This design comes from an exercise in tuning for small area, a short achievable clock period and few clock cycles per item on the open sky130 flow, not from production work.
Function was checked by simulation only, so behaviour that the tests miss may differ from the original.
Power and IR drop assume default switching activity.

==> flow/design.v <==
`default_nettype none
package nn_cfg_pkg;
    localparam int CFG_WORD_W = 256;
    localparam int CFG_ADDR_W = 17;
    localparam int LCOUNT_W    = 11;
    localparam int NINPUTS_W   = 10;
    localparam int SHIFT_W     = 5;
    localparam int CHUNK_LANES = 8;
    localparam int CHUNK_IDX_W = 10;
    localparam int CHUNK_WGT_W = 16;
    typedef logic [CFG_ADDR_W-1:0] cfg_addr_t;
    typedef struct packed {
        logic [LCOUNT_W-1:0] count;
        cfg_addr_t           location;
        logic [3:0]          reserved;
    } layer_hdr_t;
    typedef struct packed {
        logic [NINPUTS_W-1:0] ninputs;
        cfg_addr_t            lbase;
        cfg_addr_t            oloc;
        cfg_addr_t            nimap;
        cfg_addr_t            wimap;
        cfg_addr_t            neuron_table;
        logic [SHIFT_W-1:0]   neuron_shift;
        logic [SHIFT_W-1:0]   post_shift;
        logic [22:0]          unused;
    } neuron_tbl_t;
    typedef struct packed {
        logic [31:0]                                   unused_hi;
        logic [CHUNK_LANES-1:0][CHUNK_WGT_W-1:0]       weight;
        logic [15:0]                                   unused_mid;
        logic [CHUNK_LANES-1:0][CHUNK_IDX_W-1:0]       index;
    } chunk_word_t;
endpackage
`default_nettype wire
`default_nettype none
package nn_operand_pkg;
    localparam int LANES       = 8;   
    localparam int IN_W        = 24;
    localparam int W_W         = 16;  
    localparam int DATA_ADDR_W = 17;
    localparam int INDEX_W     = 10;  
    localparam int QUEUE_DEPTH = 4;
    localparam int QUEUE_PTR_W = $clog2(QUEUE_DEPTH);
    localparam int QUEUE_CNT_W = $clog2(QUEUE_DEPTH + 1);
    typedef logic [DATA_ADDR_W-1:0]            data_addr_t;
    typedef logic [LANES-1:0][DATA_ADDR_W-1:0] lane_addr_t;
    typedef logic [LANES-1:0][IN_W-1:0]        lane_in_t;
    typedef logic [LANES-1:0][W_W-1:0]         lane_wgt_t;
    typedef struct packed {
        lane_addr_t                              addr;
        lane_wgt_t                               weight;
        logic [9:0]                      ninputs_left;
        logic [16:0]                             neuron_table;
        logic [4:0]                      neuron_shift;
        logic [4:0]                      post_shift;
        data_addr_t                              oloc;
        logic [10:0]                     neuron_number;
    } chunk_t;
    typedef struct packed {
        lane_in_t                                inputs;
        lane_wgt_t                               weights;
        logic [16:0]                             neuron_table;
        logic [4:0]                      neuron_shift;
        logic [4:0]                      post_shift;
        data_addr_t                              oloc;
        logic [9:0]                      ninputs;
        logic [10:0]                     neuron_number;
    } operand_t;
endpackage
`default_nettype wire
`default_nettype none
module fetch_sequencer (
    input  logic                              clk,
    input  logic                              reset,
    input  logic                              i_start,
    input  nn_cfg_pkg::cfg_addr_t             i_table_base,
    input  logic [nn_cfg_pkg::CFG_WORD_W-1:0] i_cfg_data,
    input  logic                              i_stopin,
    input  logic                              i_layer_done,
    output nn_cfg_pkg::cfg_addr_t             o_cfg_addr,
    output nn_operand_pkg::lane_addr_t        o_data_addr,
    output logic                              o_push,
    output logic [127:0]                      o_weights,
    output logic [7:0]                        o_lanes,
    output logic [9:0]                        o_left,
    output logic [43:0]                       o_fields,
    output logic [10:0]                       o_number,
    output logic                              o_finish
);
    typedef enum logic [2:0] {
        S_IDLE,
        S_HDR,
        S_LAYER,
        S_TABLE,
        S_CHUNK,
        S_LAST
    } state_t;
    state_t state;
    nn_cfg_pkg::layer_hdr_t  hdr_word;
    nn_cfg_pkg::neuron_tbl_t tbl_word;
    logic        data_ok;      
    logic        push_q;
    logic        finish_q;
    logic [16:0] layer_ptr;    
    logic [10:0] layer_left;   
    logic [16:0] neuron_ptr;   
    logic [10:0] number;       
    logic [10:0] nlast;        
    logic [16:0] chunk_ptr;    
    logic [9:0]  rem;          
    logic        last_chunk;   
    logic        last_neuron;  
    logic [7:0]  lanes_q;      
    logic [127:0] wgt_q;       
    logic [43:0] fields_q;
    logic [9:0]  lbase_lo;
    logic [6:0]  lbase_hi;
    logic [6:0]  lbase_hi1;    
    logic        issue;
    logic [16:0] chunk_inc;
    logic [10:0] number_inc;
    logic [16:0] neuron_inc;
    logic [16:0] layer_inc;
    logic [16:0] next_addr;
    logic [16:0] hold_addr;
    logic [7:0]  lanes;
    logic [127:0] wgt_in;
    assign hdr_word = i_cfg_data[31:0];
    assign tbl_word = i_cfg_data[127:0];
    assign issue      = (state == S_CHUNK) && data_ok && !i_stopin;
    assign number_inc = number + 1'b1;
    assign chunk_inc  = chunk_ptr + 1'b1;
    assign neuron_inc = neuron_ptr + 1'b1;
    assign layer_inc  = layer_ptr + 1'b1;
    always_comb
    begin
        if (!last_chunk)
            next_addr = chunk_inc;
        else if (!last_neuron)
            next_addr = neuron_inc;
        else
            next_addr = layer_inc;
        case (state)
            S_IDLE:  hold_addr = i_table_base;
            S_HDR:   hold_addr = hdr_word.location;
            S_LAYER: hold_addr = hdr_word.location;
            S_TABLE: hold_addr = tbl_word.wimap;
            default: hold_addr = chunk_ptr;
        endcase
    end
    assign o_cfg_addr = issue ? next_addr : hold_addr;
    always_ff @(posedge clk or posedge reset)
    begin
        if (reset)
        begin
            state    <= S_IDLE;
            data_ok  <= 1'b0;
            push_q   <= 1'b0;
            finish_q <= 1'b0;
        end
        else
        begin
            push_q <= issue;
            if (i_layer_done)
                data_ok <= 1'b1;
            case (state)
                S_IDLE:
                begin
                    if (i_start)
                    begin
                        state    <= S_HDR;
                        data_ok  <= 1'b1;
                        finish_q <= 1'b0;
                    end
                end
                S_HDR:
                begin
                    if (hdr_word.count == 11'd0)
                    begin
                        state    <= S_IDLE;
                        finish_q <= 1'b1;
                    end
                    else
                        state <= S_LAYER;
                end
                S_LAYER:
                    state <= S_TABLE;
                S_TABLE:
                    state <= S_CHUNK;
                S_CHUNK:
                begin
                    if (issue && last_chunk)
                    begin
                        if (!last_neuron)
                            state <= S_TABLE;
                        else
                        begin
                            data_ok <= 1'b0;
                            state   <= (layer_left == 11'd0) ? S_LAST : S_LAYER;
                        end
                    end
                end
                S_LAST:
                begin
                    if (i_layer_done)
                    begin
                        state    <= S_IDLE;
                        finish_q <= 1'b1;
                    end
                end
                default:
                    state <= S_IDLE;
            endcase
        end
    end
    always_comb
    begin
        for (int l = 0; l < 8; l++)
        begin
            lanes[l] = (rem[9:3] != 7'd0) || (rem[2:0] > l[2:0]);
            wgt_in[l*16 +: 16] = lanes[l] ? i_cfg_data[96 + l*16 +: 16] : 16'd0;
        end
    end
    always_ff @(posedge clk)
    begin
        wgt_q   <= wgt_in;
        lanes_q <= lanes;
        case (state)
            S_HDR:
            begin
                layer_ptr  <= hdr_word.location;
                layer_left <= hdr_word.count - 1'b1;
            end
            S_LAYER:
            begin
                neuron_ptr <= hdr_word.location;
                nlast      <= hdr_word.count - 1'b1;
                number     <= 11'h7ff;
            end
            S_TABLE:
            begin
                chunk_ptr   <= tbl_word.wimap;
                rem         <= tbl_word.ninputs;
                last_chunk  <= (tbl_word.ninputs <= 10'd8);
                number      <= number_inc;
                last_neuron <= (number_inc == nlast);
                fields_q    <= {tbl_word.neuron_table, tbl_word.neuron_shift,
                                tbl_word.post_shift, tbl_word.oloc};
                lbase_lo    <= tbl_word.lbase[9:0];
                lbase_hi    <= tbl_word.lbase[16:10];
                lbase_hi1   <= tbl_word.lbase[16:10] + 1'b1;
            end
            S_CHUNK:
            begin
                if (issue)
                begin
                    chunk_ptr  <= chunk_inc;
                    rem[9:3]   <= rem[9:3] - 1'b1;
                    last_chunk <= (rem <= 10'd16);
                    if (last_chunk && !last_neuron)
                        neuron_ptr <= neuron_inc;
                    if (last_chunk && last_neuron)
                    begin
                        layer_ptr  <= layer_inc;
                        layer_left <= layer_left - 1'b1;
                    end
                end
            end
            default:
            begin
            end
        endcase
    end
    logic [135:0] lane_addr;
    always_comb
    begin
        for (int l = 0; l < 8; l++)
        begin
            logic [10:0] lo;
            lo = {1'b0, lbase_lo} + {1'b0, i_cfg_data[l*10 +: 10]};
            lane_addr[l*17 +: 17] = {lo[10] ? lbase_hi1 : lbase_hi, lo[9:0]};
        end
    end
    assign o_data_addr = lane_addr;
    assign o_push      = push_q;
    assign o_weights   = wgt_q;
    assign o_lanes     = lanes_q;
    assign o_left      = {rem[9:3] + 1'b1, rem[2:0]};
    assign o_fields    = fields_q;
    assign o_number    = number;
    assign o_finish    = finish_q;
endmodule
`default_nettype wire
`default_nettype none
module operand_gather (
    input  nn_operand_pkg::lane_in_t  i_data,
    input  logic [127:0]              i_weights,
    input  logic [7:0]                i_lanes,
    input  logic [9:0]                i_left,
    input  logic [43:0]               i_fields,    
    input  logic [10:0]               i_number,
    output nn_operand_pkg::operand_t  o_operand
);
    logic [191:0] lane_in;
    logic [191:0] data_flat;
    assign data_flat = i_data;
    always_comb
    begin
        for (int l = 0; l < 8; l++)
            lane_in[l*24 +: 24] = i_lanes[l] ? data_flat[l*24 +: 24] : 24'd0;
    end
    assign o_operand = {lane_in, i_weights, i_fields, i_left, i_number};
endmodule
`default_nettype wire
`default_nettype none
module neuron_fetch_top (
    input  logic                              clk,
    input  logic                              reset,
    input  logic                              i_start,
    input  nn_cfg_pkg::cfg_addr_t             i_table_base,
    output nn_cfg_pkg::cfg_addr_t             o_cfg_addr,
    input  logic [nn_cfg_pkg::CFG_WORD_W-1:0] i_cfg_data,
    output nn_operand_pkg::lane_addr_t        o_data_addr,
    input  nn_operand_pkg::lane_in_t          i_data,
    input  logic                              i_stopin,
    input  logic                              i_layer_done,
    output logic                              o_push,
    output nn_operand_pkg::operand_t          o_operand,
    output logic                              o_finish
);
    logic [127:0] wgt;
    logic [7:0]   lanes;
    logic [9:0]   left;
    logic [43:0]  fields;
    logic [10:0]  number;
    fetch_sequencer u_sequencer (
        .clk          (clk),
        .reset        (reset),
        .i_start      (i_start),
        .i_table_base (i_table_base),
        .i_cfg_data   (i_cfg_data),
        .i_stopin     (i_stopin),
        .i_layer_done (i_layer_done),
        .o_cfg_addr   (o_cfg_addr),
        .o_data_addr  (o_data_addr),
        .o_push       (o_push),
        .o_weights    (wgt),
        .o_lanes      (lanes),
        .o_left       (left),
        .o_fields     (fields),
        .o_number     (number),
        .o_finish     (o_finish)
    );
    operand_gather u_gather (
        .i_data    (i_data),
        .i_weights (wgt),
        .i_lanes   (lanes),
        .i_left    (left),
        .i_fields  (fields),
        .i_number  (number),
        .o_operand (o_operand)
    );
endmodule
`default_nettype wire
==> flow/flow/run.sh <==
#!/bin/bash
# The standard layout, except:
#  - the smallest buffer on every input and output port instead of the
#    default port buffer;
#  - synthesis leaves adders to abc as plain gates (no full/half-adder cells).
set -euo pipefail
export BUFFER_PORTS_ARGS="-buffer_cell sky130_fd_sc_hd__buf_1"
export ADDER_MAP_FILE=
bash standard.sh > standard_make.log 2>&1
==> flow/standard.sh <==
#!/bin/bash
# synth_recipe.tcl (not shown) runs the flow's synth.tcl, then flattens the netlist and writes it again
# the make line also repeats each setting of config.mk as NAME=value (left out here)
make -C /OpenROAD-flow-scripts/flow DESIGN_CONFIG=/design/flow/config.mk WORK_HOME=/design/flow/orfs CLKGATE_MAP_FILE= SYNTH_SCRIPT=/design/flow/synth_recipe.tcl "${@:-finish}"
==> flow/config.mk <==
export PLATFORM = sky130hd
export DESIGN_NAME = neuron_fetch_top
export DESIGN_NICKNAME = neuron_fetch_top
export VERILOG_FILES = /design/flow/design.v
export SDC_FILE = /design/flow/constraint.sdc
export NUM_CORES = 4
export LEC_CHECK = 0
export CAP_MARGIN = 20
export CORE_AREA = 75 75 275 275
export DIE_AREA = 0 0 350 350
export SETUP_SLACK_MARGIN = 2.0
export SLEW_MARGIN = 20
==> flow/constraint.sdc <==
create_clock -name core_clock -period 6.5 [get_ports {clk}]
set_input_delay 1.3000 -clock core_clock [delete_from_list [all_inputs] [get_ports {clk}]]
set_output_delay 1.3000 -clock core_clock [all_outputs]
set_load 0.01 [all_outputs]
==> flow_summary_export.csv, run 1 <==
group,metric,value,unit
logic_synthesis,ys.flop_type,"edfxtp_1",
clock_network,cts_hold_buf,0,
logic_synthesis,yosysMostFrequentCell,"and2_1",
routing,drt_pre_antenna_iters,5,
timing,setup_viol,0,
setup_path,rrSetupSlack,3040,ps
layout,fillers,3475,
timing,maxSlewHeadroom,33.3,%
global_routing,grt_pass1_wl,204000,um
timing,fmax,207,MHz
hold_path,hold_path.class,"reg -> reg",
floorplanning,die_h,350,um
power,power_frac_comb,48.1,%
power,seq_power_share,29.5,%
timing,rsz0062_at_grt,"true",
logic_synthesis,ys_top_cells_by_count,"and2_1, xnor2_1, edfxtp_1",
routing,wl_per_cell,49.5,um
timing,timing.final.ws_setup,1660,ps
timing,fin_crit_sh,74.5,%
routing,routed_wl,170000,um
clock_network,cts_tree,"done",
timing,fin_crit,4840,ps
timing,slew_viol_final,0,
power,p_total,9.38,mW
logic_synthesis,syn_nets,2331,
run_status,outcome,"complete, no violations",
hold_path,min_path_cells,2,
logic_synthesis,synth_cells,1861,
logic_synthesis,synth_enable_flop_cells,164,
logic_synthesis,synth_top_area_cell,"edfxtp_1",
place,gp_congestion,0.949,
floorplanning,ios,1010,
floorplanning,dieArea,123000,um^2
logic_synthesis,ys_types,70,
routing,drtIter0Drc,1765,
setup_path,cp.required,5200,ps
setup_path,crit_fanout,7,
routing,viasPerCell,5.71,
floorplanning,rows,73,
power,clkPwrFrac,22.4,%
setup_path,worstRegToRegCells,8,
timing,fin_hold_ws,558,ps
power,p_int,5.31,mW
floorplanning,coreArea,39500,um^2
timing,skew,19.2,ps
global_routing,grt_max_degree,77,
routing,vias,19600,
place,place_hpwl,151000,um
layout,final_area,25100,um^2
layout,final_nets,3313,
logic_synthesis,yosysSeqAreaShare,44.2,%
logic_synthesis,async_reset_ff_share,1.96,%
setup_path,worst_setup_path_start_kind,"primary input",
setup_path,arrival,3540,ps
layout,area_growth_syn_to_layout,42.4,%
power,p_sw_share,43.4,%
logic_synthesis,syn_avg_cell_area,9.48,um^2
logic_synthesis,ys_seq_elements,306,
timing,hold_viol,0,
power,peakVddDrop,260,uV
floorplanning,die_w,350,um
global_routing,grtUsageTotal,23.3,%
routing,antenna_left,0,
clock_network,path_clk_slew,60,ps
power,pwr_density_cell,373,nW/um^2
clock_network,cts.sinks,306,
run,drv_cap,0,
setup_path,cp-end-kind,"primary output",
setup_path,crit_type,"in -> out",
routing,drc,0,
floorplanning,start_util,44.6,%
clock_network,cts-buffers-inserted,36,
place,place_area,21600,um^2
logic_synthesis,ys_warn_count,2,
clock_network,worstSkewPairLatency,550,ps
logic_synthesis,synth_area_leaders,"edfxtp_1, dfxtp_1, and2_1",
layout,drive_above_1_share,16.2,%
power,leakage,9.05,nW
logic_synthesis,netlist_area,17600,um^2
place,portBuffers,973,
logic_synthesis,synth_top_area_share,27.9,%
place,pre_cts_ws,979,ps
clock_network,clock-root-buffer,"clkbuf_16",
global_routing,overflow,0,
global_routing,grt_pass1_vias,17600,
timing,tightest_slew,1000,ps
clock_network,clk_path_buf_depth,3,
clock_network,ctsHtreeMaxLevel,2,
timing,setup_tns,0,ps
global_routing,grt_antenna_before_repair,152,
power,p_sw,4.07,mW
-- path summary, 6_finish.rpt --
check | to | startpoint
min reg2reg | u_sequencer.finish_q$_DFFE_PP0P_ | u_sequencer.finish_q$_DFFE_PP0P_
max | o_data_addr[30] | i_cfg_data[13]
max reg2reg | u_sequencer.wgt_q[20]$_SDFF_PN0_ | u_sequencer.rem[3]$_DFFE_PP_
min in group asynchronous | u_sequencer.data_ok$_DFF_PP0_ | reset
max in group asynchronous | u_sequencer.state[0]$_DFFE_PP0P_ | reset
min | u_sequencer.finish_q$_DFFE_PP0P_ | u_sequencer.finish_q$_DFFE_PP0P_
-- layout by cell type (no fill, tap or decap), types with 23 or more instances in the layout --
cell and instances:
xnor2_1 148, nand3_1 23, nand2_1 126, xor2_1 77
mux2i_1 24, maj3_2 25, clkbuf_16 39, dfxtp_1 136
diode_2 35, buf_6 55, o21ai_0 72, nor2_1 98
edfxtp_1 164, nor2b_1 49, buf_4 129, a211oi_1 42
a21oi_1 80, inv_1 28, and2_1 291, buf_1 849
-- critical path, stage by stage --
cell	delay [ps]
buf_6	90
buf_6	120
a221oi_2	190
o32ai_2	150
nor3b_4	190
a41o_1	240
maj3_2	330
maj3_4	430
mux2_4	340
buf_8	140
-- what timing repair did --
item,in CTS,in global routing
endpoints found under the setup margin,96,84
pin swaps,76,72
setup buffers,60,32
gates resized for setup,306,168
-- power by group through the flow --
| stage | registers, mW | logic, mW | clock network, mW |
|---|---|---|---|
| 2_1_floorplan | 2.76 | 2.09 | 0 |
| 3_3_place_gp | 2.81 | 3.93 | 0 |
| 3_5_place_dp | 2.83 | 3.95 | 0 |
| 4_1_cts | 2.76 | 4.35 | 2.13 |
| 5_1_grt | 2.81 | 4.83 | 2.21 |
| 6_report | 2.77 | 4.51 | 2.10 |
-- sequential cells by signal, summed over array words and instances (netlist names), 3 cells and up --
signal	flops
u_sequencer.lanes_q	8
u_sequencer.wgt_q	128
u_sequencer.layer_left	11
u_sequencer.nlast	11
u_sequencer.fields_q	44
u_sequencer.layer_ptr	17
u_sequencer.lbase_hi	7
u_sequencer.rem	10
u_sequencer.chunk_ptr	17
u_sequencer.lbase_lo	10
u_sequencer.number	11
u_sequencer.lbase_hi1	7
u_sequencer.state	3
u_sequencer.neuron_ptr	17
-- routing by layer --
metal / GRT usage (%) / share of wire [%]
met5: 0 / 0.47
met4: 5.83 / 2.7
met3: 18.7 / 17
met2: 40.6 / 50
met1: 20.4 / 30
-- kinds of logic after synthesis --
| logic type | count (synthesis) | synth area share, % |
|---|---|---|
| mux | 55 | 3.34 |
| buf+inv | 172 | 3.89 |
| compound gates | 350 | 12.7 |
| xor+xnor | 242 | 12.0 |
| flops | 306 | 44.2 |
| fa+ha+maj | 43 | 2.47 |
| simple gates | 693 | 21.4 |
-- cell type report --
cell class / count / area (um^2) / area share [%]
multi-input combinational: 1383 / 9990 / 39.8
clock inverter: 12 / 144 / 0.573
clock buffer: 52 / 1060 / 4.24
tap: 525 / 657 / 2.62
sequential: 306 / 7800 / 31.1
antenna: 35 / 87.6 / 0.349
timing repair buffer: 1088 / 5260 / 20.9
inverter: 28 / 105 / 0.419
-- through the flow --
step / instances / utilization, %
3_5_place_dp: 3238 / 54.7
6_report: 3429 / 63.5
5_1_grt: 3410 / 63.4
2_1_floorplan: 1861 / -
3_3_place_gp: 3238 / 54.7
4_1_cts: 3362 / 61.2
Testbench counts, summed over its fixed seeds: cycles 4,284, items 2,745.
==> run 2, diff against run 1 <==
--- a/flow/config.mk
+++ b/flow/config.mk
@@ -8,5 +8,5 @@
 export CAP_MARGIN = 20
 export CORE_AREA = 75 75 275 275
 export DIE_AREA = 0 0 350 350
-export SETUP_SLACK_MARGIN = 2.0
+export SETUP_SLACK_MARGIN = 3.0
 export SLEW_MARGIN = 20
==> flow_summary_export.csv, run 2 <==
group,metric,value,unit
layout,biggestRegsByFlops,"u_sequencer.wgt_q (128), u_sequencer.fields_q (44)",
routing,wl_per_cell,50.5,um
hold_path,hold_path.class,"reg -> reg",
timing,setup_viol,0,
floorplanning,start_util,44.6,%
floorplanning,die_w,350,um
place,gp_congestion,0.953,
logic_synthesis,ys_top_cells_by_count,"and2_1, xnor2_1, edfxtp_1",
logic_synthesis,yosysSeqAreaShare,44.2,%
logic_synthesis,ys_seq_elements,306,
hold_path,min_path_cells,2,
power,seq_power_share,26.2,%
power,p_int,6.06,mW
clock_network,cts-buffers-inserted,35,
timing,fmax,208,MHz
logic_synthesis,async_reset_ff_share,1.96,%
logic_synthesis,ys.flop_type,"edfxtp_1",
setup_path,cp-end-kind,"primary output",
routing,vias,20500,
setup_path,arrival,3520,ps
layout,area_growth_syn_to_layout,61.2,%
clock_network,cts_hold_buf,0,
logic_synthesis,synth_area_leaders,"edfxtp_1, dfxtp_1, and2_1",
timing,fin_crit,4820,ps
logic_synthesis,ys_types,70,
setup_path,cp.required,5200,ps
clock_network,clk_path_buf_depth,3,
setup_path,worst_setup_path_start_kind,"primary input",
global_routing,grt_pass1_wl,215000,um
timing,skew,17.1,ps
logic_synthesis,syn_nets,2331,
timing,setup_tns,0,ps
power,power_frac_comb,54.7,%
power,clkPwrFrac,19.2,%
logic_synthesis,synth_top_area_share,27.9,%
floorplanning,coreArea,39500,um^2
routing,antenna_left,0,
timing,tightest_slew,1080,ps
layout,largest_register_ffs,128,
power,leakage,10.7,nW
floorplanning,rows,73,
routing,drt_pre_antenna_iters,5,
power,p_sw,4.55,mW
clock_network,cts_tree,"done",
routing,drc,0,
floorplanning,die_h,350,um
power,peakVddDrop,254,uV
timing,rsz0062_at_grt,"true",
logic_synthesis,syn_avg_cell_area,9.48,um^2
global_routing,grt_max_degree,62,
setup_path,cp_slowest_cell,"nor3b_4",
layout,regMostFlops,"u_sequencer.wgt_q",
clock_network,path_clk_slew,60,ps
routing,viasPerCell,5.79,
routing,routed_wl,179000,um
power,p_total,10.6,mW
timing,fin_crit_sh,74.1,%
layout,layout_common_cells,"buf_1, and2_1, buf_6",
timing,hold_viol,0,
clock_network,worstSkewPairLatency,550,ps
logic_synthesis,yosysMostFrequentCell,"and2_1",
setup_path,crit_fanout,7,
setup_path,worstPathCellList,"clkbuf_4 > a31oi_4 > o32ai_2 > nor3b_4 > a41o_1 > maj3_2 > maj3_4 > mux2_4 > buf_8",
run,drv_cap,0,
floorplanning,ios,1010,
clock_network,cts.sinks,306,
clock_network,clock-root-buffer,"clkbuf_16",
clock_network,ctsHtreeMaxLevel,2,
layout,final_common_cell,"buf_1",
power,p_sw_share,42.9,%
floorplanning,dieArea,123000,um^2
global_routing,grtUsageTotal,24.4,%
run_status,outcome,"complete, no violations",
setup_path,cpPeakStageDelay,360,ps
global_routing,grt_pass1_vias,18600,
layout,final_nets,3431,
place,portBuffers,973,
place,place_hpwl,154000,um
timing,slew_viol_final,0,
logic_synthesis,ys_warn_count,2,
layout,drive_above_1_share,27.4,%
global_routing,grt_antenna_before_repair,169,
timing,maxSlewHeadroom,27.6,%
setup_path,worstRegToRegCells,7,
setup_path,crit_type,"in -> out",
logic_synthesis,netlist_area,17600,um^2
routing,drtIter0Drc,1840,
global_routing,overflow,0,
power,pwr_density_cell,373,nW/um^2
logic_synthesis,synth_enable_flop_cells,164,
logic_synthesis,synth_cells,1861,
logic_synthesis,synth_top_area_cell,"edfxtp_1",
layout,fillers,2947,
## run 2: cell counts after synthesis
Identical to the previous run, type by type.
## run 2: cell type report
cell class	count	area, um^2	share of cell area (%)
inverters	28	118	0.414
well taps	525	657	2.31
repair buffers	1206	7320	25.7
clock buffers	43	936	3.29
multi-input cells	1384	11300	39.8
diodes	31	77.6	0.273
clock inverters	19	216	0.761
flip-flops and latches	306	7800	27.4
## run 2: worst paths after layout
| kind | start | to | slack, ps |
|---|---|---|---|
| max | i_cfg_data[11] | o_data_addr[32] | 1680 |
| min | u_sequencer.finish_q$_DFFE_PP0P_ | u_sequencer.finish_q$_DFFE_PP0P_ | 560 |
| max reg2reg | u_sequencer.rem[3]$_DFFE_PP_ | u_sequencer.wgt_q[14]$_SDFF_PN0_ | 3260 |
| min reg2reg | u_sequencer.finish_q$_DFFE_PP0P_ | u_sequencer.finish_q$_DFFE_PP0P_ | 560 |
| max in group asynchronous | reset | u_sequencer.state[0]$_DFFE_PP0P_ | 5640 |
| min in group asynchronous | reset | u_sequencer.data_ok$_DFF_PP0_ | 640 |
## run 2: critical path, delay by kind of cell
kind            cells  cell delay [ps]
buf+inv             2              310
mux                 1              330
compound gates      3              670
simple gates        1              360
fa+ha+maj           2              520
## run 2: metal layers
| layer | wire (um) | vias up | part of all wire [%] | track usage [%] |
|---|---|---|---|---|
| met2 | 89100 | 1406 | 50 | 42.6 |
| met5 | 874 | - | 0.49 | 0 |
| met1 | 50800 | 9796 | 28 | 20.2 |
| li1 | - | 8704 | - | - |
| met4 | 5640 | 136 | 3.2 | 5.86 |
| met3 | 32400 | 477 | 18 | 21.5 |
## run 2: power by group through the flow
stage | Sequential [mW] | Clock [mW] | Combinational, mW
floorplan | 2.75 | 0 | 2.37
global placement | 2.83 | 0 | 4.21
detailed placement | 2.84 | 0 | 4.23
CTS | 2.75 | 2.06 | 5.42
global route | 2.80 | 2.14 | 6.13
finish | 2.77 | 2.03 | 5.80
## run 2: logic make-up after synthesis
kind of cell	after synthesis	share of synthesized area [%]
DFF	306	44.2
xor gates and xnor gates	242	12.0
muxes	55	3.34
AOI/OAI and AO/OA	350	12.7
adders and majority gates	43	2.47
buffers and inverters	172	3.89
and+or+nand+nor	693	21.4
## run 2: through the flow
step / cell area (um^2) / cells / utilization, % / setup WS, ps / hold slack [ps]
6_report: 28400 / 3542 / 71.9 / 1680 / 557
5_1_grt: 28400 / 3527 / 71.8 / 1670 / 576
4_1_cts: 27000 / 3451 / 68.3 / 1680 / 555
3_5_place_dp: 22500 / 3244 / 56.8 / 1100 / 540
3_3_place_gp: 22500 / 3244 / 56.8 / 1110 / 529
2_1_floorplan: 18800 / 1861 / - / 2050 / 498
## run 2: repair_timing
item,CTS,global route
buffers inserted,139,59
gates resized for setup,690,190
cloned,6,1
pin swaps,135,111
setup endpoints to repair,164,147
==> run 3, diff against run 2 <==
--- a/flow/config.mk
+++ b/flow/config.mk
@@ -5,8 +5,9 @@
 export SDC_FILE = /design/flow/constraint.sdc
 export NUM_CORES = 4
 export LEC_CHECK = 0
+export ABC_AREA = 1
 export CAP_MARGIN = 20
 export CORE_AREA = 75 75 275 275
 export DIE_AREA = 0 0 350 350
-export SETUP_SLACK_MARGIN = 3.0
+export SETUP_SLACK_MARGIN = 2.0
 export SLEW_MARGIN = 20
==> flow_summary_export.csv, run 3 <==
group,metric,value,unit
clock_network,cts-buffers-inserted,36,
floorplanning,start_util,48.4,%
logic_synthesis,synth.area.mux_share,0,%
logic_synthesis,synth_compound_area_share,9.63,%
layout,largest_register_ffs,128,
global_routing,grt_max_degree,66,
logic_synthesis,synth_top_family_by_area,"simple AND/OR/NAND/NOR gates",
layout,final_nets,4202,
routing,drc,0,
layout,regMostFlops,"u_sequencer.wgt_q",
clock_network,cts.sinks,306,
logic_synthesis,synth_cells,2766,
power,p_total,9.18,mW
logic_synthesis,syn_nets,3236,
clock_network,worstSkewPairLatency,550,ps
layout,biggestRegsByFlops,"u_sequencer.wgt_q (128), u_sequencer.fields_q (44)",
setup_path,arrival,3140,ps
clock_network,cts_hold_buf,0,
run,drv_cap,0,
setup_path,cp-end-kind,"primary output",
clock_network,clock-root-buffer,"clkbuf_16",
timing,skew,25.5,ps
place,pre_cts_ws,1550,ps
logic_synthesis,synth_area_leaders,"edfxtp_1, nand2_1, dfxtp_1",
place,dp_cells,4189,
place,place_hpwl,172000,um
setup_path,crit_fanout,14,
clock_network,ctsHtreeMaxLevel,2,
timing,slew_viol_final,0,
logic_synthesis,synth_top_area_cell,"edfxtp_1",
floorplanning,rows,73,
floorplanning,dieArea,123000,um^2
routing,drt_pre_antenna_iters,7,
logic_synthesis,synth-simple-area-share,29.9,%
timing,timing.final.ws_setup,2060,ps
routing,vias,23800,
logic_synthesis,synth_top_area_share,25.7,%
power,peakVddDrop,266,uV
timing,rsz0062_at_grt,"false",
routing,drtIter0Drc,2866,
timing,fin_crit,4440,ps
clock_network,clk_path_buf_depth,3,
layout,fin_util,62.4,%
logic_synthesis,ys_warn_count,2,
place,place_area,22900,um^2
logic_synthesis,async_reset_ff_share,1.96,%
layout,final_common_cell,"buf_1",
place,gp_congestion,1.03,
timing,fmax,225,MHz
floorplanning,coreArea,39500,um^2
power,pwr_density_cell,372,nW/um^2
power,leakage,12.1,nW
logic_synthesis,ys_seq_elements,306,
logic_synthesis,syn_avg_cell_area,6.92,um^2
routing,antenna_left,0,
timing,hold_viol,0,
hold_path,hold_path.class,"reg -> reg",
global_routing,overflow,0,
timing,fin_crit_sh,68.3,%
floorplanning,ios,1010,
setup_path,crit_type,"in -> out",
global_routing,grt_antenna_before_repair,216,
setup_path,cp.required,5200,ps
logic_synthesis,yosysSeqAreaShare,40.8,%
global_routing,grt_pass1_wl,231000,um
setup_path,worst_setup_path_start_kind,"primary input",
routing,wl_per_cell,43.3,um
routing,routed_wl,189000,um
clock_network,path_clk_slew,60,ps
layout,area_growth_syn_to_layout,29.0,%
layout,layout_common_cells,"buf_1, nand2_1, inv_1",
global_routing,grt_pass1_vias,21300,
timing,tightest_slew,1120,ps
run_status,outcome,"complete, no violations",
logic_synthesis,ys.flop_type,"edfxtp_1",
layout,final_area,24700,um^2
logic_synthesis,synth_enable_flop_cells,164,
logic_synthesis,ys_types,50,
timing,fin_hold_ws,492,ps
timing,setup_tns,0,ps
layout,finalNonFillerCells,4359,
layout,drive_above_1_share,6.65,%
logic_synthesis,synthXorXnorAreaFrac,5.69,%
logic_synthesis,netlist_area,19100,um^2
place,portBuffers,973,
global_routing,grtUsageTotal,26.1,%
timing,maxSlewHeadroom,25.4,%
floorplanning,die_h,350,um
timing,setup_viol,0,
logic_synthesis,synth_adder_area_share,0.105,%
logic_synthesis,yosysMostFrequentCell,"nand2_1",
routing,viasPerCell,5.46,
logic_synthesis,ys_top_cells_by_count,"nand2_1, inv_1, nor2_1",
floorplanning,die_w,350,um
clock_network,cts_tree,"done",
-- run 3: cell count changes after synthesis, sizes merged, moves of 80 or more --
cell,delta
nand3,+81
and2,-290
xnor2,-129
clkbuf,-80
nand2,+675
nor2,+323
inv,+521
o21ai,+83
-- run 3: final cells by class --
type                            instances  area (um^2)
Clock buffer                           55         1080
Inverter                              551         2080
Timing Repair Buffer                 1013         4100
Antenna cell                           76          190
Fill cell                            3909        14900
Sequential cell                       306         7800
Clock inverter                          9         81.3
Timing Repair inverter                  1         5.00
Tap cell                              525          657
Multi-Input combinational cell       1823         8690
-- run 3: metal layers --
layer  GRT usage (%)  routed length, um  up-vias
met1            20.5              51400    10800
met4            12.1               9550      186
met5               0               1230        -
li1                -                  -    10500
met3            25.9              38900      588
met2            42.6              87900     1730
-- run 3: cell families after synthesis --
kind of cell / count (synthesis)
AO/OA/AOI/OAI: 326
XOR/XNOR: 117
adder cells (fa/ha/maj): 2
flip-flops: 306
buffers and inverters: 637
AND/OR/NAND/NOR: 1378
-- run 3: where the power goes --
part / internal (mW) / switching (mW)
Sequential: 2.50 / 0.247
Clock: 1.16 / 0.845
Combinational: 1.12 / 3.32
Total: 4.77 / 4.41
-- run 3: final timing paths --
| check | startpoint | to | slack (ps) | cells after the start |
|---|---|---|---|---|
| max in group asynchronous | reset | u_sequencer.state[0]$_DFFE_PP0P_ | 5670 | 2 |
| setup / recovery | i_cfg_data[62] | o_data_addr[112] | 2060 | 10 |
| setup reg to reg | u_sequencer.state[1]$_DFFE_PP0P_ | u_sequencer.fields_q[26]$_DFFE_PN_ | 3950 | 5 |
| min in group asynchronous | reset | u_sequencer.data_ok$_DFF_PP0_ | 640 | 2 |
| hold / removal | u_sequencer.finish_q$_DFFE_PP0P_ | u_sequencer.finish_q$_DFFE_PP0P_ | 490 | 2 |
| hold reg to reg | u_sequencer.finish_q$_DFFE_PP0P_ | u_sequencer.finish_q$_DFFE_PP0P_ | 490 | 2 |
-- run 3: critical path: stages --
cell	delay (ps)
buf_1	370
nor2_1	150
nor2_2	200
nand2_1	120
nor2_2	120
nand3_1	110
nand3_2	280
nand2_1	80
o21ai_1	90
buf_1	310
-- run 3: what timing repair did --
| action | in CTS | in global routing |
|---|---|---|
| buffers inserted | 14 | 15 |
| gates resized for setup | 15 | 12 |
| endpoints found under the setup margin | 35 | 45 |
| gates cloned | 0 | 1 |
| pin swaps | 1 | 0 |
==> run 4, diff against run 3 <==
==> flow/flow/run.sh (replaced) <==
#!/bin/bash
# The standard layout, except for the smallest buffer on every input and
# output port instead of the default port buffer.
set -euo pipefail
export BUFFER_PORTS_ARGS="-buffer_cell sky130_fd_sc_hd__buf_1"
bash standard.sh > standard_make.log 2>&1
==> flow_summary_export.csv, run 4 <==
group,metric,value,unit
run_status,outcome,"complete, no violations",
timing,fin_crit,4510,ps
logic_synthesis,synth_top_area_cell,"edfxtp_1",
place,dp_cells,3845,
layout,biggestRegsByFlops,"u_sequencer.wgt_q (128), u_sequencer.fields_q (44)",
layout,area_growth_syn_to_layout,32.8,%
power,leakage,11.6,nW
floorplanning,rows,73,
clock_network,worstSkewPairLatency,560,ps
logic_synthesis,ys.flop_type,"edfxtp_1",
layout,fin_util,61.4,%
run,drv_cap,0,
logic_synthesis,synth_area_leaders,"edfxtp_1, dfxtp_1, nand2_1",
setup_path,worst_setup_path_start_kind,"primary input",
routing,wl_per_cell,46.9,um
timing,setup_tns,0,ps
logic_synthesis,yosysSeqAreaShare,42.6,%
place,place_area,22300,um^2
layout,final_common_cell,"buf_1",
logic_synthesis,synth_cells,2409,
logic_synthesis,async_reset_ff_share,1.96,%
timing,fmax,222,MHz
logic_synthesis,ys_top_cells_by_count,"nand2_1, inv_1, nor2_1",
clock_network,cts.sinks,306,
global_routing,grt_max_degree,66,
global_routing,grt_pass1_vias,19700,
power,p_total,8.84,mW
clock_network,ctsHtreeMaxLevel,2,
routing,antenna_left,0,
hold_path,hold_path.class,"reg -> reg",
timing,slew_viol_final,0,
setup_path,rrSetupSlack,3850,ps
setup_path,cp.required,5200,ps
setup_path,arrival,3210,ps
timing,hold_viol,0,
logic_synthesis,ys_types,50,
timing,rsz0062_at_grt,"true",
layout,largest_register_ffs,128,
layout,final_nets,3950,
setup_path,crit_fanout,4,
floorplanning,start_util,46.2,%
routing,drtIter0Drc,2498,
timing,fin_crit_sh,69.4,%
place,gp_congestion,1.01,
floorplanning,die_h,350,um
global_routing,grtUsageTotal,25.9,%
place,portBuffers,973,
layout,layout_common_cells,"buf_1, nand2_1, inv_1",
global_routing,grt_antenna_before_repair,186,
floorplanning,dieArea,123000,um^2
power,pwr_density_cell,364,nW/um^2
place,place_hpwl,170000,um
floorplanning,coreArea,39500,um^2
routing,routed_wl,188000,um
place,pre_cts_ws,1600,ps
global_routing,overflow,0,
timing,maxSlewHeadroom,36.3,%
logic_synthesis,syn_avg_cell_area,7.59,um^2
logic_synthesis,yosysMostFrequentCell,"nand2_1",
routing,viasPerCell,5.51,
routing,drc,0,
logic_synthesis,netlist_area,18300,um^2
setup_path,cp-end-kind,"primary output",
power,peakVddDrop,243,uV
timing,tightest_slew,955,ps
clock_network,clock-root-buffer,"clkbuf_16",
floorplanning,ios,1010,
timing,fin_hold_ws,502,ps
clock_network,path_clk_slew,60,ps
logic_synthesis,synth_enable_flop_cells,164,
layout,drive_above_1_share,6.60,%
layout,final_area,24300,um^2
logic_synthesis,synth_top_area_share,26.9,%
clock_network,clk_path_buf_depth,3,
layout,finalNonFillerCells,4008,
global_routing,grt_pass1_wl,226000,um
logic_synthesis,syn_nets,2978,
setup_path,crit_type,"in -> out",
routing,drt_pre_antenna_iters,5,
clock_network,cts-buffers-inserted,36,
layout,regMostFlops,"u_sequencer.wgt_q",
routing,vias,22100,
timing,skew,20.1,ps
timing,timing.final.ws_setup,1990,ps
logic_synthesis,ys_warn_count,2,
floorplanning,die_w,350,um
timing,setup_viol,0,
clock_network,cts_tree,"done",
logic_synthesis,ys_seq_elements,306,
## run 4: cell types whose count changed after synthesis, moves of 40 or more
cell / change
nand2_1: -129
nor2_1: -141
inv_1: -72
o21ai_1: -40
nor2_2: -40
ha_1: +91
## run 4: what timing repair did
item / in CTS / in global routing
pin swaps: 7 / 9
hold buffers: 0 / 0
setup buffers: 16 / 3
endpoints found under the setup margin: 82 / 80
cloned: 2 / 2
resized for setup: 69 / 60
## run 4: critical path, cell delays in order
cell	delay, ps
buf_1	220
ha_1	330
fa_1	490
a21oi_1	250
xnor2_1	150
buf_1	460
## run 4: layout make-up
class | instances | area, um^2
fillers | 3885 | 15300
multi-input cells | 1570 | 8640
flip-flops and latches | 306 | 7800
repair buffers | 997 | 3970
inverters | 469 | 1790
clock buffers | 48 | 1010
well taps | 525 | 657
clock inverters | 18 | 229
diodes | 74 | 185
repair inverters | 1 | 8.76
## run 4: path summary, 6_finish.rpt
| path | cells past startpoint | start | endpoint |
|---|---|---|---|
| setup / recovery | 6 | i_cfg_data[60] | o_data_addr[108] |
| hold / removal | 2 | u_sequencer.finish_q$_DFFE_PP0P_ | u_sequencer.finish_q$_DFFE_PP0P_ |
| setup reg to reg | 6 | u_sequencer.state[2]$_DFFE_PP0P_ | u_sequencer.neuron_ptr[0]$_DFFE_PP_ |
| hold reg to reg | 2 | u_sequencer.finish_q$_DFFE_PP0P_ | u_sequencer.finish_q$_DFFE_PP0P_ |
| max in group asynchronous | 2 | reset | u_sequencer.state[2]$_DFFE_PP0P_ |
| min in group asynchronous | 2 | reset | u_sequencer.finish_q$_DFFE_PP0P_ |
## run 4: cell families after synthesis
group / share of synthesized area (%)
AO/OA/AOI/OAI: 9.21
XOR/XNOR: 6.08
adder cells (fa/ha/maj): 7.10
buffers and inverters: 11.5
flip-flops: 42.6
AND/OR/NAND/NOR: 23.5
## run 4: power breakdown
group          leakage, nW  switching, mW  internal [mW]
Sequential            2.70          0.262           2.46
Clock                0.616          0.871           1.27
Combinational         8.28           2.91           1.06
## run 4: per-layer routing
metal	global-route usage (%)	vias to the layer above	wire (um)
li1	-	9602	-
met1	20.9	10200	52100
met2	41.9	1695	87600
met3	26.4	464	39800
met4	9.84	100	7460
met5	0.857	-	804
==> run 5, diff against run 4 <==
--- a/flow/config.mk
+++ b/flow/config.mk
@@ -9,5 +9,5 @@
 export CAP_MARGIN = 20
 export CORE_AREA = 75 75 275 275
 export DIE_AREA = 0 0 350 350
-export SETUP_SLACK_MARGIN = 2.0
+export SETUP_SLACK_MARGIN = 2.5
 export SLEW_MARGIN = 20
==> flow_summary_export.csv, run 5 <==
group,metric,value,unit
setup_path,cp-end-kind,"primary output",
floorplanning,ios,1010,
timing,tightest_slew,1150,ps
place,gp_congestion,1.01,
layout,largest_register_ffs,128,
floorplanning,die_h,350,um
logic_synthesis,syn_nets,2978,
timing,fin_crit_sh,66.6,%
setup_path,cp.required,5200,ps
timing,rsz0062_at_grt,"true",
clock_network,clock-root-buffer,"clkbuf_16",
routing,wl_per_cell,49.4,um
logic_synthesis,async_reset_ff_share,1.96,%
routing,drc,0,
clock_network,path_clk_slew,60,ps
routing,vias,23900,
power,peakVddDrop,232,uV
clock_network,cts_tree,"done",
run_status,outcome,"complete, no violations",
timing,setup_viol,0,
logic_synthesis,ys_top_cells_by_count,"nand2_1, inv_1, nor2_1",
logic_synthesis,yosysMostFrequentCell,"nand2_1",
place,portBuffers,973,
layout,area_growth_syn_to_layout,52.6,%
setup_path,reg2reg_from,"u_sequencer.state[0]$_DFFE_PP0P_",
floorplanning,start_util,46.2,%
routing,routed_wl,203000,um
timing,fmax,231,MHz
clock_network,ctsHtreeMaxLevel,2,
clock_network,cts_hold_buf,0,
run,drv_cap,0,
place,place_hpwl,172000,um
layout,drive_above_1_share,19.7,%
global_routing,overflow,0,
layout,biggestRegsByFlops,"u_sequencer.wgt_q (128), u_sequencer.fields_q (44)",
logic_synthesis,synth_enable_flop_cells,164,
setup_path,crit_path_start,"i_cfg_data[75]",
logic_synthesis,synth_cells,2409,
routing,antenna_left,0,
hold_path,hold_path.class,"reg -> reg",
logic_synthesis,synth_area_leaders,"edfxtp_1, dfxtp_1, nand2_1",
setup_path,crit_type,"in -> out",
clock_network,clk_path_buf_depth,3,
timing,fin_crit,4330,ps
logic_synthesis,ys.flop_type,"edfxtp_1",
floorplanning,coreArea,39500,um^2
clock_network,worstSkewPairLatency,570,ps
layout,layout_common_cells,"buf_1, nand2_1, inv_1",
timing,hold_viol,0,
layout,final_area,27900,um^2
timing,slew_viol_final,0,
logic_synthesis,ys_types,50,
setup_path,worst_setup_path_start_kind,"primary input",
global_routing,grtUsageTotal,26.7,%
floorplanning,dieArea,123000,um^2
logic_synthesis,netlist_area,18300,um^2
logic_synthesis,syn_avg_cell_area,7.59,um^2
timing,setup_tns,0,ps
routing,drt_pre_antenna_iters,6,
setup_path,arrival,3030,ps
floorplanning,rows,73,
logic_synthesis,ys_seq_elements,306,
timing,maxSlewHeadroom,23.3,%
clock_network,cts.sinks,306,
global_routing,grt_pass1_vias,20600,
timing,skew,33.4,ps
layout,final_common_cell,"buf_1",
logic_synthesis,ys_warn_count,2,
global_routing,grt_antenna_before_repair,167,
global_routing,grt_pass1_wl,235000,um
place,place_area,22300,um^2
layout,final_nets,4057,
logic_synthesis,synth_top_area_cell,"edfxtp_1",
layout,fillers,3198,
hold_path,min_from,"u_sequencer.finish_q$_DFFE_PP0P_",
routing,drtIter0Drc,3261,
layout,regMostFlops,"u_sequencer.wgt_q",
setup_path,crit_fanout,7,
routing,viasPerCell,5.82,
logic_synthesis,synth_top_area_share,26.9,%
power,leakage,12.9,nW
floorplanning,die_w,350,um
global_routing,grt_max_degree,60,
power,pwr_density_cell,356,nW/um^2
clock_network,cts-buffers-inserted,37,
logic_synthesis,yosysSeqAreaShare,42.6,%
==> run 5: cell count changes in the layout (fill, tap and decap cells not counted), moves of 25 or more <==
cell and change:
a21oi_1 -45, ha_1 -66, o21ai_1 +30, o21ai_2 +29, nand2_1 -44, ha_4 +64
buf_4 +147, nand2_2 +27, buf_6 +46, o21ai_0 -70, a21oi_2 +25, buf_1 -106
==> run 5: repair_timing <==
item | in CTS | in global routing
gates resized for setup | 527 | 364
setup buffers | 43 | 76
setup endpoints to repair | 134 | 120
pin swaps | 54 | 114
gates cloned | 9 | 1
==> run 5: layout make-up <==
cell class	count	area [um^2]	area share (%)
clock inverters	16	134	0.480
repair buffers	1100	5630	20.2
repair inverters	1	8.76	0.0314
inverters	469	1840	6.58
clock buffers	50	1090	3.90
flip-flops and latches	306	7800	28.0
well taps	525	657	2.35
diodes	68	170	0.610
multi-input cells	1573	10600	37.9
==> run 5: routing by layer <==
layer / GRT usage (%) / wire, um
met5: 0.857 / 620
met4: 11.5 / 11800
met3: 26.3 / 43800
met2: 42.6 / 92000
met1: 22.0 / 54600
==> run 5: report_power, final <==
part	switching, mW	total (mW)	leakage (nW)	internal (mW)
clock network	0.899	2.12	0.588	1.22
logic	3.46	5.13	9.61	1.67
registers	0.228	2.69	2.70	2.47
total	4.59	9.94	12.9	5.36
==> run 5: path summary, 6_finish.rpt <==
kind / cells past startpoint / endpoint / slack [ps]
hold / removal: 2 / u_sequencer.finish_q$_DFFE_PP0P_ / 490
setup / recovery: 10 / o_data_addr[132] / 2170
min in group asynchronous: 2 / u_sequencer.finish_q$_DFFE_PP0P_ / 630
max in group asynchronous: 2 / u_sequencer.state[2]$_DFFE_PP0P_ / 5640
setup reg to reg: 8 / u_sequencer.neuron_ptr[0]$_DFFE_PP_ / 3920
hold reg to reg: 2 / u_sequencer.finish_q$_DFFE_PP0P_ / 490
==> run 5: worst max-delay path, stage by stage <==
cell	delay (ps)
buf_1	80
ha_2	340
a21oi_1	260
o21ai_1	170
nor2_4	180
o21ai_4	110
buf_12	150
buf_16	140
o21ai_4	150
buf_6	140
==> run 5: logic make-up after synthesis <==
kind of cell / Yosys count / synth area share (%)
buf+inv: 536 / 11.5
compound gates: 302 / 9.21
xor+xnor: 127 / 6.08
flops: 306 / 42.6
fa+ha+maj: 99 / 7.10
simple gates: 1039 / 23.5
==> run 5: per-stage QoR <==
step | power, mW | std cells | hold slack (ps) | utilization [%] | setup WS, ps
2_1_floorplan | 4.63 | 2409 | 498 | - | 2480
3_3_place_gp | 6.51 | 3845 | 464 | 56.4 | 1640
3_5_place_dp | 6.58 | 3845 | 471 | 56.4 | 1640
4_1_cts | 9.27 | 3963 | 488 | 64.9 | 2280
5_1_grt | 10.3 | 4080 | 548 | 70.4 | 2070
6_report | 9.94 | 4108 | 491 | 70.6 | 2170
==> run 6, diff against run 5 <==
--- a/flow/config.mk
+++ b/flow/config.mk
@@ -9,5 +9,5 @@
 export CAP_MARGIN = 20
 export CORE_AREA = 75 75 275 275
 export DIE_AREA = 0 0 350 350
-export SETUP_SLACK_MARGIN = 2.5
+export SETUP_SLACK_MARGIN = 1.5
 export SLEW_MARGIN = 20
==> flow_summary_export.csv, run 6 <==
group,metric,value,unit
power,p_sw_share,45.9,%
place,place_hpwl,170000,um
logic_synthesis,synth_enable_flop_cells,164,
routing,routed_wl,186000,um
timing,skew,21.1,ps
logic_synthesis,yosysSeqAreaShare,42.6,%
logic_synthesis,ys_seq_elements,306,
logic_synthesis,yosysMostFrequentCell,"nand2_1",
power,seq_power_share,31.3,%
power,p_int,4.71,mW
logic_synthesis,async_reset_ff_share,1.96,%
setup_path,reg2reg_from,"u_sequencer.state[2]$_DFFE_PP0P_",
floorplanning,dieArea,123000,um^2
setup_path,reg2reg_to,"u_sequencer.neuron_ptr[0]$_DFFE_PP_",
timing,maxSlewHeadroom,23.0,%
clock_network,worstSkewPairLatency,560,ps
logic_synthesis,ys_top_cells_by_count,"nand2_1, inv_1, nor2_1",
setup_path,cp.required,5200,ps
timing,rsz0062_at_grt,"true",
power,pwr_density_cell,364,nW/um^2
clock_network,clk_path_buf_depth,3,
layout,layout_common_cells,"buf_1, nand2_1, inv_1",
layout,final_nets,3940,
clock_network,cts_tree,"done",
clock_network,ctsHtreeMaxLevel,2,
routing,vias,21800,
logic_synthesis,synth_top_area_cell,"edfxtp_1",
logic_synthesis,ys_warn_count,2,
setup_path,crit_fanout,63,
timing,tightest_slew,1150,ps
setup_path,rrSetupSlack,3410,ps
floorplanning,coreArea,39500,um^2
logic_synthesis,ys.flop_type,"edfxtp_1",
power,power_frac_comb,44.2,%
layout,drive_above_1_share,3.68,%
timing,hold_viol,0,
run,drv_cap,0,
power,clkPwrFrac,24.5,%
routing,drc,0,
floorplanning,ios,1010,
timing,fin_hold_ws,507,ps
floorplanning,rows,73,
routing,drt_pre_antenna_iters,5,
layout,area_growth_syn_to_layout,30.5,%
global_routing,overflow,0,
setup_path,worstRegToRegCells,6,
timing,timing.final.ws_setup,1500,ps
hold_path,holdPathEnd,"u_sequencer.finish_q$_DFFE_PP0P_",
hold_path,min_from,"u_sequencer.finish_q$_DFFE_PP0P_",
routing,viasPerCell,5.47,
setup_path,arrival,3700,ps
logic_synthesis,synth_cells,2409,
layout,finalNonFillerCells,3990,
layout,final_common_cell,"buf_1",
layout,regMostFlops,"u_sequencer.wgt_q",
clock_network,cts-buffers-inserted,36,
clock_network,cts.sinks,306,
place,portBuffers,973,
timing,slew_viol_final,0,
timing,setup_viol,0,
floorplanning,die_w,350,um
logic_synthesis,synth_area_leaders,"edfxtp_1, dfxtp_1, nand2_1",
global_routing,grt_pass1_wl,225000,um
place,gp_congestion,1.01,
logic_synthesis,syn_nets,2978,
power,leakage,11.3,nW
clock_network,path_clk_slew,60,ps
hold_path,min_path_cells,2,
power,peakVddDrop,243,uV
logic_synthesis,ys_types,50,
timing,fin_crit,5000,ps
timing,setup_tns,0,ps
global_routing,grt_max_degree,66,
floorplanning,start_util,46.2,%
global_routing,grt_antenna_before_repair,181,
routing,antenna_left,0,
setup_path,worst_setup_path_start_kind,"flip-flop",
setup_path,crit_type,"reg -> out",
layout,largest_register_ffs,128,
run_status,outcome,"complete, no violations",
hold_path,hold_path.class,"reg -> reg",
floorplanning,die_h,350,um
routing,drtIter0Drc,2386,
layout,fillers,3932,
logic_synthesis,netlist_area,18300,um^2
timing,fmax,200,MHz
timing,fin_crit_sh,76.9,%
place,pre_cts_ws,1600,ps
clock_network,clock-root-buffer,"clkbuf_16",
global_routing,grt_pass1_vias,19500,
place,dp_cells,3845,
power,p_sw,3.99,mW
setup_path,cp-end-kind,"primary output",
routing,wl_per_cell,46.7,um
layout,biggestRegsByFlops,"u_sequencer.wgt_q (128), u_sequencer.fields_q (44)",
logic_synthesis,syn_avg_cell_area,7.59,um^2
logic_synthesis,synth_top_area_share,26.9,%
global_routing,grtUsageTotal,25.8,%
==> run 6: cell counts after synthesis <==
No cell type changed its count.
==> run 6: final cells by class <==
type	instances	area (um^2)	area share, %
antenna	66	165	0.692
clock buffer	48	1010	4.22
clock inverter	18	229	0.959
inverter	469	1780	7.45
multi-input combinational	1567	8430	35.3
sequential	306	7800	32.7
tap	525	657	2.75
timing repair buffer	991	3810	15.9
==> run 6: worst max-delay path, stage by stage (launching register included) <==
cell	delay (ps)
dfrtp_1	810
nand2_2	200
inv_6	410
nand2_4	290
clkinv_2	280
nand2_1	90
inv_2	220
nand2_1	80
o221ai_1	90
buf_1	620
==> run 6: per-layer routing <==
metal	up-vias	GRT usage [%]	part of all wire [%]
met4	88	9.41	3.9
li1	9566	-	-
met2	1527	41.9	47
met3	460	26.5	21
met5	-	0	0.32
met1	10200	20.7	28
==> run 6: how the worst max path moves through the flow <==
stage / from / slack (ps) / cells after the start / end
after CTS: u_sequencer.state[2]$_DFFE_PP0P_ / 1480 / 9 / o_cfg_addr[1]
after global placement: i_cfg_data[60] / 1660 / 7 / o_data_addr[116]
after floorplan: i_cfg_data[70] / 2480 / 9 / o_data_addr[132]
final: u_sequencer.state[2]$_DFFE_PP0P_ / 1500 / 9 / o_cfg_addr[1]
after detailed placement: i_cfg_data[60] / 1600 / 7 / o_data_addr[116]
after global routing: u_sequencer.state[2]$_DFFE_PP0P_ / 1410 / 9 / o_cfg_addr[1]
==> run 6: per-stage QoR <==
step                power, mW  utilization (%)  area [um^2]
floorplan                4.63                -        18300
global placement         6.50             56.4        22300
detailed placement       6.57             56.4        22300
CTS                      8.72             59.7        23600
global route             9.19             60.2        23800
finish                   8.70             60.4        23900
==> run 6: timing repair <==
action                                  CTS  global route
resized for setup                         2             6
buffers inserted                          8             5
endpoints found under the setup margin    6            34
hold buffers                              0             0
==> run 6: power by group through the flow <==
| stage | clock [mW] | combinational, mW | sequential, mW |
|---|---|---|---|
| floorplan | 0 | 1.92 | 2.71 |
| global placement | 0 | 3.75 | 2.75 |
| detailed placement | 0 | 3.81 | 2.76 |
| CTS | 2.15 | 3.85 | 2.72 |
| global route | 2.23 | 4.22 | 2.75 |
| finish | 2.13 | 3.85 | 2.72 |
==> run 6: cell families (layout without fill, tap and decap cells) <==
logic type      after synthesis  count (layout)  synth area share, %
simple gates               1039            1039                 23.5
compound gates              302             302                 9.21
fa+ha+maj                    99              99                 7.10
flops                       306             306                 42.6
xor+xnor                    127             127                 6.08
buf+inv                     536            1526                 11.5
other cells                   0              66                    0
==> run 7, diff against run 6 <==
--- a/flow/config.mk
+++ b/flow/config.mk
@@ -8,6 +8,8 @@
 export ABC_AREA = 1
 export CAP_MARGIN = 20
 export CORE_AREA = 75 75 275 275
+export CTS_BUF_LIST = sky130_fd_sc_hd__clkbuf_4 sky130_fd_sc_hd__clkbuf_8
+export CTS_CLUSTER_SIZE = 20
 export DIE_AREA = 0 0 350 350
-export SETUP_SLACK_MARGIN = 1.5
+export SETUP_SLACK_MARGIN = 2.0
 export SLEW_MARGIN = 20
==> flow_summary_export.csv, run 7 <==
group,metric,value,unit
timing,fin_crit,4520,ps
place,portBuffers,973,
layout,drive_above_1_share,7.75,%
floorplanning,rows,73,
global_routing,grt_pass1_wl,227000,um
logic_synthesis,synth_top_area_cell,"edfxtp_1",
timing,fin_crit_sh,69.5,%
logic_synthesis,ys_warn_count,2,
clock_network,cts_tree,"done",
setup_path,worstPathCellList,"buf_1 > ha_1 > fa_1 > a21oi_1 > xnor2_1 > buf_1",
logic_synthesis,synth_enable_flop_cells,164,
timing,setup_viol,0,
timing,timing.final.ws_setup,1980,ps
logic_synthesis,yosysSeqAreaShare,42.6,%
routing,antenna_left,0,
routing,wl_per_cell,46.5,um
place,pre_cts_ws,1600,ps
layout,regMostFlops,"u_sequencer.wgt_q",
power,pwr_density_cell,360,nW/um^2
logic_synthesis,syn_nets,2978,
logic_synthesis,async_reset_ff_share,1.96,%
setup_path,crit_buf_inv,2,
timing,tightest_slew,955,ps
layout,fillers,3915,
layout,layout_common_cells,"buf_1, nand2_1, inv_1",
clock_network,cts.sinks,306,
clock_network,clk_path_buf_depth,3,
global_routing,grt_max_degree,66,
setup_path,arrival,3220,ps
global_routing,grt_antenna_before_repair,178,
global_routing,grt_pass1_vias,19900,
floorplanning,start_util,46.2,%
timing,fin_hold_ws,514,ps
floorplanning,coreArea,39500,um^2
routing,drc,0,
floorplanning,dieArea,123000,um^2
layout,biggestRegsByFlops,"u_sequencer.wgt_q (128), u_sequencer.fields_q (44)",
logic_synthesis,netlist_area,18300,um^2
setup_path,cpPeakStageDelay,480,ps
logic_synthesis,syn_avg_cell_area,7.59,um^2
timing,fmax,221,MHz
layout,final_nets,3971,
timing,setup_tns,0,ps
logic_synthesis,ys_seq_elements,306,
run,drv_cap,0,
logic_synthesis,synth_cells,2409,
place,gp_congestion,1.01,
layout,area_growth_syn_to_layout,32.5,%
setup_path,worst_setup_path_start_kind,"primary input",
global_routing,grtUsageTotal,26.0,%
floorplanning,die_h,350,um
layout,fin_util,61.3,%
layout,seqCellArea,7800,um^2
power,leakage,11.6,nW
floorplanning,ios,1010,
setup_path,cp_slowest_cell,"fa_1",
timing,skew,37.8,ps
layout,multi_input_area,8620,um^2
power,peakVddDrop,173,uV
timing,hold_viol,0,
logic_synthesis,synth_area_leaders,"edfxtp_1, dfxtp_1, nand2_1",
clock_network,path_clk_slew,60,ps
routing,viasPerCell,5.48,
hold_path,hold_path.class,"reg -> reg",
logic_synthesis,ys.flop_type,"edfxtp_1",
clock_network,ctsHtreeMaxLevel,2,
logic_synthesis,ys_types,50,
routing,drtIter0Drc,2386,
setup_path,cp-end-kind,"primary output",
timing,slew_viol_final,0,
clock_network,cts_hold_buf,0,
clock_network,worstSkewPairLatency,640,ps
setup_path,crit_type,"in -> out",
layout,final_common_cell,"buf_1",
routing,routed_wl,188000,um
logic_synthesis,synth_top_area_share,26.9,%
global_routing,overflow,0,
place,place_hpwl,170000,um
logic_synthesis,yosysMostFrequentCell,"nand2_1",
setup_path,cp.required,5200,ps
floorplanning,die_w,350,um
clock_network,clock-root-buffer,"clkbuf_8",
timing,maxSlewHeadroom,36.3,%
setup_path,crit_fanout,4,
clock_network,cts-buffers-inserted,54,
logic_synthesis,ys_top_cells_by_count,"nand2_1, inv_1, nor2_1",
setup_path,crit_family,"adder cells",
layout,largest_register_ffs,128,
timing,rsz0062_at_grt,"true",
routing,drt_pre_antenna_iters,7,
run_status,outcome,"complete, no violations",
routing,vias,22100,
setup_path,critPathMostFrequentCell,"buf_1",
run 7: cell counts after synthesis:
Identical to the previous run, type by type.
run 7: cell families (layout without fill, tap and decap cells):
| kind of cell | after synthesis | count (layout) | synth area share, % |
|---|---|---|---|
| and+or+nand+nor | 1039 | 1041 | 23.5 |
| buffers and inverters | 536 | 1569 | 11.5 |
| DFF | 306 | 306 | 42.6 |
| AOI/OAI and AO/OA | 302 | 303 | 9.21 |
| xor gates and xnor gates | 127 | 127 | 6.08 |
| adders and majority gates | 99 | 99 | 7.10 |
| other | 0 | 63 | 0 |
run 7: repair_timing:
item                       CTS  global route
gates resized for setup     70            62
pin swaps                    8             7
gates cloned                 3             1
setup buffers               18             4
setup endpoints to repair   87            78
run 7: routing by layer:
metal	share of wire, %	GRT usage, %	up-vias
li1	-	-	9635
met1	27	20.7	10200
met2	46	42.1	1628
met3	22	26.8	501
met4	4.1	9.60	94
met5	0.37	0.545	-
run 7: final timing paths:
path / startpoint / endpoint / slack, ps / cells after the start
max: i_cfg_data[60] / o_data_addr[108] / 1980 / 6
min: u_sequencer.finish_q$_DFFE_PP0P_ / u_sequencer.finish_q$_DFFE_PP0P_ / 510 / 2
max reg2reg: u_sequencer.state[2]$_DFFE_PP0P_ / u_sequencer.neuron_ptr[1]$_DFFE_PP_ / 3860 / 6
min reg2reg: u_sequencer.finish_q$_DFFE_PP0P_ / u_sequencer.finish_q$_DFFE_PP0P_ / 510 / 2
max in group asynchronous: reset / u_sequencer.state[2]$_DFFE_PP0P_ / 5690 / 2
min in group asynchronous: reset / u_sequencer.finish_q$_DFFE_PP0P_ / 570 / 2
run 7: tightest hold or removal path, delay by kind of cell, from the launching register on:
kind,cells,cell delay [ps]
flip-flops,1,350
AND/OR/NAND/NOR,2,130
run 7: area by class of cell:
type                       instances  area share [%]
antenna                           63           0.650
clock buffer                      78            3.99
clock inverter                    21           0.945
inverter                         469            7.41
multi-input combinational       1570            35.6
sequential                       306            32.2
tap                              525            2.71
timing repair buffer            1000            16.5
timing repair inverter             1          0.0361
run 7: through the flow:
stage	instance area, um^2	total power, mW	instances
floorplan	18300	4.63	2409
global placement	22300	6.50	3844
detailed placement	22300	6.57	3845
CTS	23900	8.67	3965
global route	24200	9.21	4009
finish	24200	8.73	4033
run 7: where the power goes:
group	switching, mW	internal (mW)	leakage (nW)
registers	0.258	2.47	2.70
clock network	0.838	1.15	0.631
logic	2.94	1.07	8.30

[static timing again, ports no longer ideal]
The results above use ideal ports. As a check the final layouts listed here were re-extracted and re-timed, cells and wires unchanged.
Step 1, drivers: a clkbuf_16 drives clk and a buf_2 each remaining input, both assumed.
Step 2 moves the port delays by t, midway between the first and last clock arrival at a register: inputs arrive t later, outputs are due t later. That takes back most of the time a late clock gives input paths.
Slacks: no drivers / after step 1 / after step 2; pairs: no drivers / after step 1.
run	shift t [ns]	setup slack, ns	worst hold slack (ns)	slew at the worst register clock pin (ns)	pins driven straight from the clock port
run 1	0.613	1.658 / 1.566 / 1.566	0.558 / 0.558 / 0.558	0.07 / 0.07	1
run 2	0.610	1.683 / 1.586 / 1.586	0.557 / 0.557 / 0.557	0.06 / 0.06	1
run 3	0.609	2.057 / 1.950 / 1.950	0.492 / 0.492 / 0.492	0.06 / 0.06	1
run 4	0.629	1.992 / 1.875 / 1.875	0.502 / 0.502 / 0.502	0.07 / 0.07	1
run 5	0.607	2.169 / 2.027 / 2.027	0.491 / 0.491 / 0.491	0.07 / 0.07	1
run 6	0.629	1.502 / 1.424 / 1.502	0.507 / 0.507 / 0.507	0.07 / 0.07	1
run 7	0.698	1.984 / 1.901 / 1.901	0.514 / 0.514 / 0.514	0.07 / 0.07	1
After both steps setup and hold are still met in every run listed. For run 5, which loses most, drivers alone change the setup slack by -0.142 ns; drivers and shift together by -0.142 ns.
